Context: an optimization exercise on an open-source flow, tuned for small area, a short achievable clock period and few clock cycles per item. The choices shown serve that exercise and are no tape-out recipe.
The RTL was checked by simulation tests, not by an equivalence proof against the original design.
No activity file was given, so power comes from the tool's default toggle rates.

before:
==> flow/design.v <==
package dmem_pkg;
    localparam int DMEM_DEPTH   = 256;
    localparam int DMEM_LATENCY = 2;
endpackage
module dmem_array #(
    parameter int DWIDTH = 16,
    parameter int DEPTH  = 256,
    parameter int GS     = 32,
    parameter int NH     = 2,
    localparam int NG    = DEPTH / GS
) (
    input  logic              clk,
    input  logic [NG-1:0]     wgsel,
    input  logic [GS-1:0]     wcsel,
    input  logic [DWIDTH-1:0] wdata,
    input  logic [NH*GS-1:0]  rcsel,
    input  logic [NG-1:0]     rgsel,
    output logic [DWIDTH-1:0] rdata
);
    localparam int GPH = NG / NH;
    logic [DWIDTH-1:0] mem_q [DEPTH];
    logic [DWIDTH-1:0] grp_d [NG];
    logic [DWIDTH-1:0] grp_q [NG];
    always_ff @(posedge clk) begin
        for (int g = 0; g < NG; g++) begin
            for (int c = 0; c < GS; c++) begin
                if (wgsel[g] && wcsel[c]) begin
                    mem_q[g * GS + c] <= wdata;
                end
            end
        end
    end
    always_comb begin
        for (int g = 0; g < NG; g++) begin
            grp_d[g] = '0;
            for (int c = 0; c < GS; c++) begin
                grp_d[g] = grp_d[g] | (mem_q[g * GS + c] & {DWIDTH{rcsel[(g / GPH) * GS + c]}});
            end
        end
    end
    always_ff @(posedge clk) begin
        for (int g = 0; g < NG; g++) begin
            grp_q[g] <= grp_d[g];
        end
    end
    always_comb begin
        rdata = '0;
        for (int g = 0; g < NG; g++) begin
            rdata = rdata | (grp_q[g] & {DWIDTH{rgsel[g]}});
        end
    end
endmodule
import dmem_pkg::*;
module data_mem_ctrl #(
    parameter int DWIDTH  = 16,
    parameter int AWIDTH  = 16,
    parameter int DEPTH   = DMEM_DEPTH,
    parameter int LATENCY = DMEM_LATENCY
) (
    input  logic              clk,
    input  logic              rst,
    input  logic              ram_en,
    input  logic              wen,
    input  logic [AWIDTH-1:0] ram_addr,
    input  logic [DWIDTH-1:0] w_ram_data,
    output logic [DWIDTH-1:0] r_ram_data,
    output logic              ram_valid,
    output logic              busy
    ,
    output logic              addr_err
);
    localparam int IW = (DEPTH > 1) ? $clog2(DEPTH) : 1;
    localparam int GS = 32;
    localparam int LW = $clog2(GS);
    localparam int NG = DEPTH / GS;
    localparam int NH = 2;
    localparam int HW = $clog2(NH);
    logic              in_err;
    logic              in_we;
    logic [NG-1:0]     in_gsel;
    logic [GS-1:0]     in_csel;
    logic [NH*GS-1:0]  in_rcsel;
    logic              v1_q, w1_q, err1_q;
    logic [NG-1:0]     gsel1_q;
    logic [NH*GS-1:0]  rcsel1_q;
    logic [NG-1:0]     wgsel1_n_q;
    logic [GS-1:0]     wcsel1_n_q;
    logic [DWIDTH-1:0] wd1_q;
    logic              v2_q, w2_q, err2_q;
    logic [NG-1:0]     gsel2_q;
    logic              v3_q, err3_q;
    logic [DWIDTH-1:0] rdata_q;
    logic [DWIDTH-1:0] arr_rdata;
    localparam logic [AWIDTH:0] DEPTH_A = (AWIDTH + 1)'(DEPTH);
    assign in_err = ({1'b0, ram_addr} >= DEPTH_A);
    assign in_we = ram_en && wen && !rst;
    always_comb begin
        for (int g = 0; g < NG; g++) in_gsel[g] = !in_err && (ram_addr[IW-1:LW] == (IW-LW)'(g));
        for (int c = 0; c < GS; c++) in_csel[c] = (ram_addr[LW-1:0] == LW'(c));
        for (int h = 0; h < NH; h++) begin
            for (int c = 0; c < GS; c++) begin
                in_rcsel[h * GS + c] = in_csel[c] && (ram_addr[IW-1:IW-HW] == HW'(h));
            end
        end
    end
    always_ff @(posedge clk) begin
        v1_q     <= ram_en && !rst;
        w1_q     <= wen;
        err1_q   <= in_err;
        gsel1_q  <= in_gsel;
        rcsel1_q <= in_rcsel;
        wgsel1_n_q <= ~(in_gsel & {NG{in_we}});
        wcsel1_n_q <= ~(in_csel & {GS{in_we}});
        wd1_q    <= w_ram_data;
    end
    always_ff @(posedge clk) begin
        v2_q    <= v1_q && !rst;
        w2_q    <= w1_q;
        err2_q  <= err1_q;
        gsel2_q <= gsel1_q;
    end
    always_ff @(posedge clk) begin
        if (rst) begin
            v3_q    <= 1'b0;
            err3_q  <= 1'b0;
            rdata_q <= '0;
        end else begin
            v3_q   <= v2_q;
            err3_q <= v2_q && err2_q;
            if (v2_q && !w2_q) begin
                rdata_q <= arr_rdata;
            end
        end
    end
    assign ram_valid  = v3_q;
    assign busy       = 1'b0;
    assign r_ram_data = rdata_q;
    assign addr_err   = err3_q;
    dmem_array #(
        .DWIDTH(DWIDTH),
        .DEPTH (DEPTH),
        .GS    (GS),
        .NH    (NH)
    ) u_array (
        .clk  (clk),
        .wgsel(~wgsel1_n_q),
        .wcsel(~wcsel1_n_q),
        .wdata(wd1_q),
        .rcsel(rcsel1_q),
        .rgsel(gsel2_q),
        .rdata(arr_rdata)
    );
endmodule
==> flow/config.mk <==
export PLATFORM = sky130hd
export DESIGN_NAME = data_mem_ctrl
export DESIGN_NICKNAME = data_mem_ctrl
export VERILOG_FILES = /design/flow/design.v
export SDC_FILE = /design/flow/constraint.sdc
export NUM_CORES = 4
export LEC_CHECK = 0
export ABC_CLOCK_PERIOD_IN_PS = 2500
export CAP_MARGIN = 20
export CORE_MARGIN = 2
export CORE_UTILIZATION = 55
export CTS_CLUSTER_DIAMETER = 80
export CTS_CLUSTER_SIZE = 26
export SETUP_SLACK_MARGIN = 2.7
export SLEW_MARGIN = 20
==> flow/constraint.sdc <==
create_clock -name core_clock -period 5.0 [get_ports {clk}]
set_input_delay 1.0000 -clock core_clock [delete_from_list [all_inputs] [get_ports {clk}]]
set_output_delay 1.0000 -clock core_clock [all_outputs]
set_load 0.01 [all_outputs]
standard.sh (not shown) runs the stock make flow with config.mk's settings and CLKGATE_MAP_FILE= SYNTH_SCRIPT=/design/flow/synth_recipe.tcl, a recipe that flattens the netlist after the stock synthesis.
==> flow/flow/run.sh <==
#!/bin/bash
# The standard layout, with two changes: plain buffers (sky130_fd_sc_hd__buf_4) instead of the
# default delay-cell buffers on the input and output ports, and clock tree synthesis without
# dummy loads. make's full output goes to flow_make.log.
set -euo pipefail
export BUFFER_PORTS_ARGS="-buffer_cell sky130_fd_sc_hd__buf_4"
export CTS_ARGS="-sink_clustering_enable -repair_clock_nets -sink_clustering_size 26 -sink_clustering_max_diameter 80 -dont_use_dummy_load"
bash standard.sh finish > flow_make.log 2>&1
before | status: complete | timing, DRC, antenna: pass
Testbench counts of before, summed over its fixed seeds: cycles 24,024, items 24,000.
Input-level comparison between after and before:
- swapping 2.7 for 2.8 in SETUP_SLACK_MARGIN
- swapping 55 for 60 in CORE_UTILIZATION
Notes after the runs:
NOTE: share of total power in sequential cells in after exceeds that of before. Taking before as the reference, in after arrival time at the worst endpoint shows a reduction of 50 ps, weighted congestion at the end of routability-driven global placement shows an increase of about 1.1%, met3 layer usage reported by global route shows no meaningful change.

[separate check: timing with driven ports]
In the flow no input, the clock included, has a driving cell. The finished layouts below were timed again as built, in two steps. Step 1 assumes that a clkbuf_16 drives the clock port and a buf_2 every other input. Step 2 moves the port delays by t, midway between the first and last clock arrival at a register: inputs arrive t later, outputs are due t later. That takes back most of the time a late clock gives input paths. a / b / c = no drivers / after step 1 / after step 2; a / b = the first two.
| run | t (ns) | setup slack, ns | hold slack, ns |
|---|---|---|---|
| before | 1.017 | 2.476 / 2.363 / 2.529 | 0.157 / 0.071 / 0.333 |
| after | 0.988 | 2.535 / 2.430 / 2.455 | 0.176 / 0.101 / 0.338 |
After both steps setup and hold are still met in every run listed. The setup slack of after, which loses most, moves by -0.105 ns with the drivers and by -0.080 ns with both steps.
